Background: an optimization exercise with open tools, aiming at small area. Do not read the settings as production practice.
Function was checked by simulation only, so behaviour that the tests miss may differ from the original.
The flow treats the clock pin as an ideal source, which a real chip does not have.
Power is estimated from default activity; no workload was simulated.

## the previous run
==> flow/design.v (excerpt) <==
module dataPath (
    input  logic                   CLK,
    input  logic                   rstN_i,
    input  logic                   ctrlValid_i,
    input  dpTypesPkg::ctrlWord_t  ctrl_i,
    output dpTypesPkg::data_t      aluOut_o,
    output aluPkg::aluFlags_t      flags_o,
    output dpTypesPkg::addr_t      address_o,
    input  dpTypesPkg::data_t      memRdData_i,
    output logic                   memWe_o
);
==> module alu, before the edit <==
module alu (
    input  logic                 CLK,
    input  logic                 rstN_i,
    input  logic                 we_i,
    input  logic [3:0]           op_i,
    input  logic [7:0]           a_i,
    input  logic [7:0]           b_i,
    output logic [7:0]           result_o,
    output logic [3:0]           flags_o
);
    logic       zQ, cQ, nQ, oQ;
    logic       sub, arith, shl, shr;
    logic [7:0] bx;
    logic [8:0] c;
    logic [7:0] x;
    logic [3:0] tt;
    logic [7:0] lut;
    logic       lt;
    logic       cNew, oNew, cUpd, oUpd;
    assign sub   = (op_i == 4'd5) | (op_i == 4'd6);
    assign arith = (op_i == 4'd4) | (op_i == 4'd5);
    assign shl   = (op_i == 4'd11) | (op_i == 4'd13);
    assign shr   = (op_i == 4'd12) | (op_i == 4'd14) | (op_i == 4'd15);
    assign bx = b_i ^ {8{sub}};
    always_comb begin
        c[0] = sub;
        for (int i = 0; i < 8; i++) begin
            c[i+1] = (a_i[i] ^ bx[i]) ? c[i] : a_i[i];
        end
    end
    assign lt = ~c[8];
    always_comb begin
        if (shl)      x = {a_i[6:0], 1'b0};
        else if (shr) x = {(op_i == 4'd14) ? a_i[7] : (op_i == 4'd15) ? cQ : 1'b0, a_i[7:1]};
        else          x = a_i;
    end
    always_comb begin
        case (op_i)
            4'd0:    tt = 4'b1100;
            4'd1:    tt = 4'b1010;
            4'd2:    tt = 4'b0011;
            4'd3:    tt = 4'b0101;
            4'd4:    tt = 4'b0110;
            4'd5:    tt = 4'b1001;
            4'd6:    tt = lt ? 4'b1010 : 4'b1100;
            4'd7:    tt = 4'b1000;
            4'd8:    tt = 4'b1110;
            4'd9:    tt = 4'b0111;
            4'd10:   tt = 4'b0110;
            default: tt = 4'b1100;
        endcase
    end
    always_comb begin
        for (int i = 0; i < 8; i++) lut[i] = (tt[3] & x[i] & b_i[i]) | (tt[2] & x[i] & ~b_i[i]) | (tt[1] & ~x[i] & b_i[i]) | (tt[0] & ~x[i] & ~b_i[i]);
    end
    assign result_o = lut ^ ({8{arith}} & c[7:0]);
    always_comb begin
        cUpd = arith | shl | shr;
        oUpd = arith;
        if (arith)    cNew = c[8] ^ sub;
        else if (shl) cNew = a_i[7];
        else          cNew = a_i[0];
        oNew = c[8] ^ c[7];
    end
    always_ff @(posedge CLK) begin
        if (!rstN_i) begin
            {zQ, cQ, nQ, oQ} <= '0;
        end else if (we_i) begin
            zQ <= (result_o == 8'd0);
            nQ <= result_o[7];
            if (cUpd) cQ <= cNew;
            if (oUpd) oQ <= oNew;
        end
    end
    assign flags_o = {zQ, cQ, nQ, oQ};
endmodule
Settings: LEC_CHECK=0, ABC_AREA=1, CAP_MARGIN=20, CORE_MARGIN=2, CORE_UTILIZATION=65, CTS_BUF_LIST=sky130_fd_sc_hd__clkbuf_4, SLEW_MARGIN=20; clock period 10.0 ns.
standard.sh (not shown) runs the stock make flow with config.mk's settings and CLKGATE_MAP_FILE= SYNTH_SCRIPT=/design/flow/synth_recipe.tcl, a recipe that flattens the netlist after the stock synthesis.
==> flow/flow/run.sh <==
#!/bin/bash
# Own layout flow: the standard ORFS flow with these changes
#  - synthesis maps logic with an area-oriented ABC script (flow/abc_area_min.script)
#    instead of ORFS's abc_area.script, which also buffers and upsizes gates,
#    and without the weak _0 cells;
#    everything else in synthesis is the standard flow's own synth_recipe.tcl, so register
#    names and cells are those of the standard synthesis
#  - ports are buffered with sky130_fd_sc_hd__buf_1 (BUFFER_PORTS_ARGS)
#  - clock tree synthesis uses only sky130_fd_sc_hd__clkbuf_4 and no dummy
#    loads (CTS_ARGS); afterwards flow/post_cts.tcl upsizes to clkbuf_8 any
#    clock buffer whose flip-flop clock pins see a slew over 100 ps
#  - the rest is standard.sh unchanged
# Each tool's output goes to a log file of its own in this folder.
set -euo pipefail
W=$PWD
cat > "$W/own_synth.tcl" <<EOT
# synth_recipe.tcl with the ABC script swapped for flow/abc_area_min.script
proc abc {args} {
  set i [lsearch -exact \$args -script]
  if {\$i >= 0} { lset args [expr {\$i + 1}] $W/flow/abc_area_min.script }
  # the _0 cells are as large as the _1 ones but drive less
  lappend args -dont_use {sky130_fd_sc_hd__*_0}
  puts "own_synth: abc \$args"
  yosys abc {*}\$args
}
source $W/synth_recipe.tcl
EOT
sed "s#$W/synth_recipe.tcl#$W/own_synth.tcl#g" standard.sh > own_standard.sh
grep -q own_synth.tcl own_standard.sh
export CTS_ARGS="-sink_clustering_enable -repair_clock_nets -buf_list {sky130_fd_sc_hd__clkbuf_4} -dont_use_dummy_load"
export POST_CTS_TCL="$W/flow/post_cts.tcl"
export BUFFER_PORTS_ARGS="-buffer_cell sky130_fd_sc_hd__buf_1"
bash own_standard.sh synth > "$W/log_synth.txt" 2>&1
grep -q "own_synth: abc -script $W/flow/abc_area_min.script" orfs/logs/*/dataPath/base/1_2_yosys.log
bash own_standard.sh > "$W/log_layout.txt" 2>&1
test -s out/final.def
Other scripts of this flow, unchanged in this note and not shown: flow/flow/abc_area_min.script, flow/flow/post_cts.tcl
--- input diff the previous run..the current run ---
diff --git a/flow/design.v b/flow/design.v
--- a/flow/design.v
+++ b/flow/design.v
@@ -81,49 +81,43 @@
         end
     end
     assign d_o = ld_i ? ldData_i : (q_i ^ tog);
 endmodule
 `timescale 1ns/10ps
 `timescale 1ns/10ps
-`timescale 1ns/10ps
 module alu (
     input  logic                 CLK,
     input  logic                 rstN_i,
     input  logic                 we_i,
     input  logic [3:0]           op_i,
     input  logic [7:0]           a_i,
     input  logic [7:0]           b_i,
     output logic [7:0]           result_o,
     output logic [3:0]           flags_o
 );
     logic       zQ, cQ, nQ, oQ;
-    logic       sub, arith, shl, shr;
-    logic [7:0] bx;
+    logic       sub, arith, shl, shr, pass;
+    logic [7:0] bx, s;
     logic [8:0] c;
-    logic [7:0] x;
     logic [3:0] tt;
     logic [7:0] lut;
-    logic       lt;
-    logic       cNew, oNew, cUpd, oUpd;
+    logic       lt, msbIn;
+    logic       cNew;
     assign sub   = (op_i == 4'd5) | (op_i == 4'd6);
     assign arith = (op_i == 4'd4) | (op_i == 4'd5);
     assign shl   = (op_i == 4'd11) | (op_i == 4'd13);
     assign shr   = (op_i == 4'd12) | (op_i == 4'd14) | (op_i == 4'd15);
+    assign pass  = ~(shl | shr);
     assign bx = b_i ^ {8{sub}};
     always_comb begin
         c[0] = sub;
-        for (int i = 0; i < 8; i++) begin
-            c[i+1] = (a_i[i] ^ bx[i]) ? c[i] : a_i[i];
-        end
+        for (int i = 0; i < 8; i++) c[i+1] = (a_i[i] & bx[i]) | (a_i[i] & c[i]) | (bx[i] & c[i]);
     end
     assign lt = ~c[8];
-    always_comb begin
-        if (shl)      x = {a_i[6:0], 1'b0};
-        else if (shr) x = {(op_i == 4'd14) ? a_i[7] : (op_i == 4'd15) ? cQ : 1'b0, a_i[7:1]};
-        else          x = a_i;
-    end
+    assign msbIn = ((op_i == 4'd14) & a_i[7]) | ((op_i == 4'd15) & cQ);
+    assign s = ({8{pass}} & b_i) | ({8{shl}} & {a_i[6:0], 1'b0}) | ({8{shr}} & {msbIn, a_i[7:1]});
     always_comb begin
         case (op_i)
             4'd0:    tt = 4'b1100;
             4'd1:    tt = 4'b1010;
             4'd2:    tt = 4'b0011;
             4'd3:    tt = 4'b0101;
@@ -131,35 +125,26 @@
             4'd5:    tt = 4'b1001;
             4'd6:    tt = lt ? 4'b1010 : 4'b1100;
             4'd7:    tt = 4'b1000;
             4'd8:    tt = 4'b1110;
             4'd9:    tt = 4'b0111;
             4'd10:   tt = 4'b0110;
-            default: tt = 4'b1100;
+            default: tt = 4'b1010;
         endcase
     end
-    always_comb begin
-        for (int i = 0; i < 8; i++) lut[i] = (tt[3] & x[i] & b_i[i]) | (tt[2] & x[i] & ~b_i[i]) | (tt[1] & ~x[i] & b_i[i]) | (tt[0] & ~x[i] & ~b_i[i]);
-    end
+    assign lut = ({8{tt[3]}} & a_i & s) | ({8{tt[2]}} & a_i & ~s) | ({8{tt[1]}} & ~a_i & s) | ({8{tt[0]}} & ~a_i & ~s);
     assign result_o = lut ^ ({8{arith}} & c[7:0]);
-    always_comb begin
-        cUpd = arith | shl | shr;
-        oUpd = arith;
-        if (arith)    cNew = c[8] ^ sub;
-        else if (shl) cNew = a_i[7];
-        else          cNew = a_i[0];
-        oNew = c[8] ^ c[7];
-    end
+    assign cNew = (arith & (c[8] ^ sub)) | (shl & a_i[7]) | (shr & a_i[0]) | (~(arith | shl | shr) & cQ);
     always_ff @(posedge CLK) begin
         if (!rstN_i) begin
             {zQ, cQ, nQ, oQ} <= '0;
         end else if (we_i) begin
             zQ <= (result_o == 8'd0);
             nQ <= result_o[7];
-            if (cUpd) cQ <= cNew;
-            if (oUpd) oQ <= oNew;
+            cQ <= cNew;
+            if (arith) oQ <= c[8] ^ c[7];
         end
     end
     assign flags_o = {zQ, cQ, nQ, oQ};
 endmodule
 `timescale 1ns/10ps
 module dataPath (
--- outcome ---
The current run completed every stage of the flow, and the final layout passed the timing, design-rule and antenna checks.
The previous run has a lower final critical-path share of the clock period than the current run.
Looking at clock network fraction of total power across the previous run and the current run, the one that comes out higher is the current run.
[compare] base=the previous run new=the current run: post-detailed-placement half-perimeter wirelength +1.8%; global-route wire length before repair grew by 600 um.
Switching share of power ends up higher on the previous run.

==> port drivers added, routing unchanged <==
How much do the figures lean on ideal ports? The routed layouts below were timed once more, with nothing changed but the port constraints. Step 1 (the two cells are an assumption about what drives the block):
set clk [get_ports {CLK}]
set_driving_cell -lib_cell sky130_fd_sc_hd__clkbuf_16 $clk
set_driving_cell -lib_cell sky130_fd_sc_hd__buf_2 [delete_from_list [all_inputs] $clk]
Step 2 moves the port delays by t, midway between the first and last clock arrival at a register: inputs arrive t later, outputs are due t later. That takes back most of the time a late clock gives input paths. a / b / c = ideal ports / drivers / drivers and shift; a / b = the first two.
run	t (ns)	setup slack, ns	worst hold slack (ns)
the previous run	0.451	0.584 / 0.560 / 0.560	0.533 / 0.533 / 0.533
the current run	0.427	0.434 / 0.398 / 0.398	0.512 / 0.512 / 0.512
After both steps setup and hold are still met in every run listed. For the current run, which loses most, drivers alone change the setup slack by -0.036 ns; drivers and shift together by -0.036 ns.
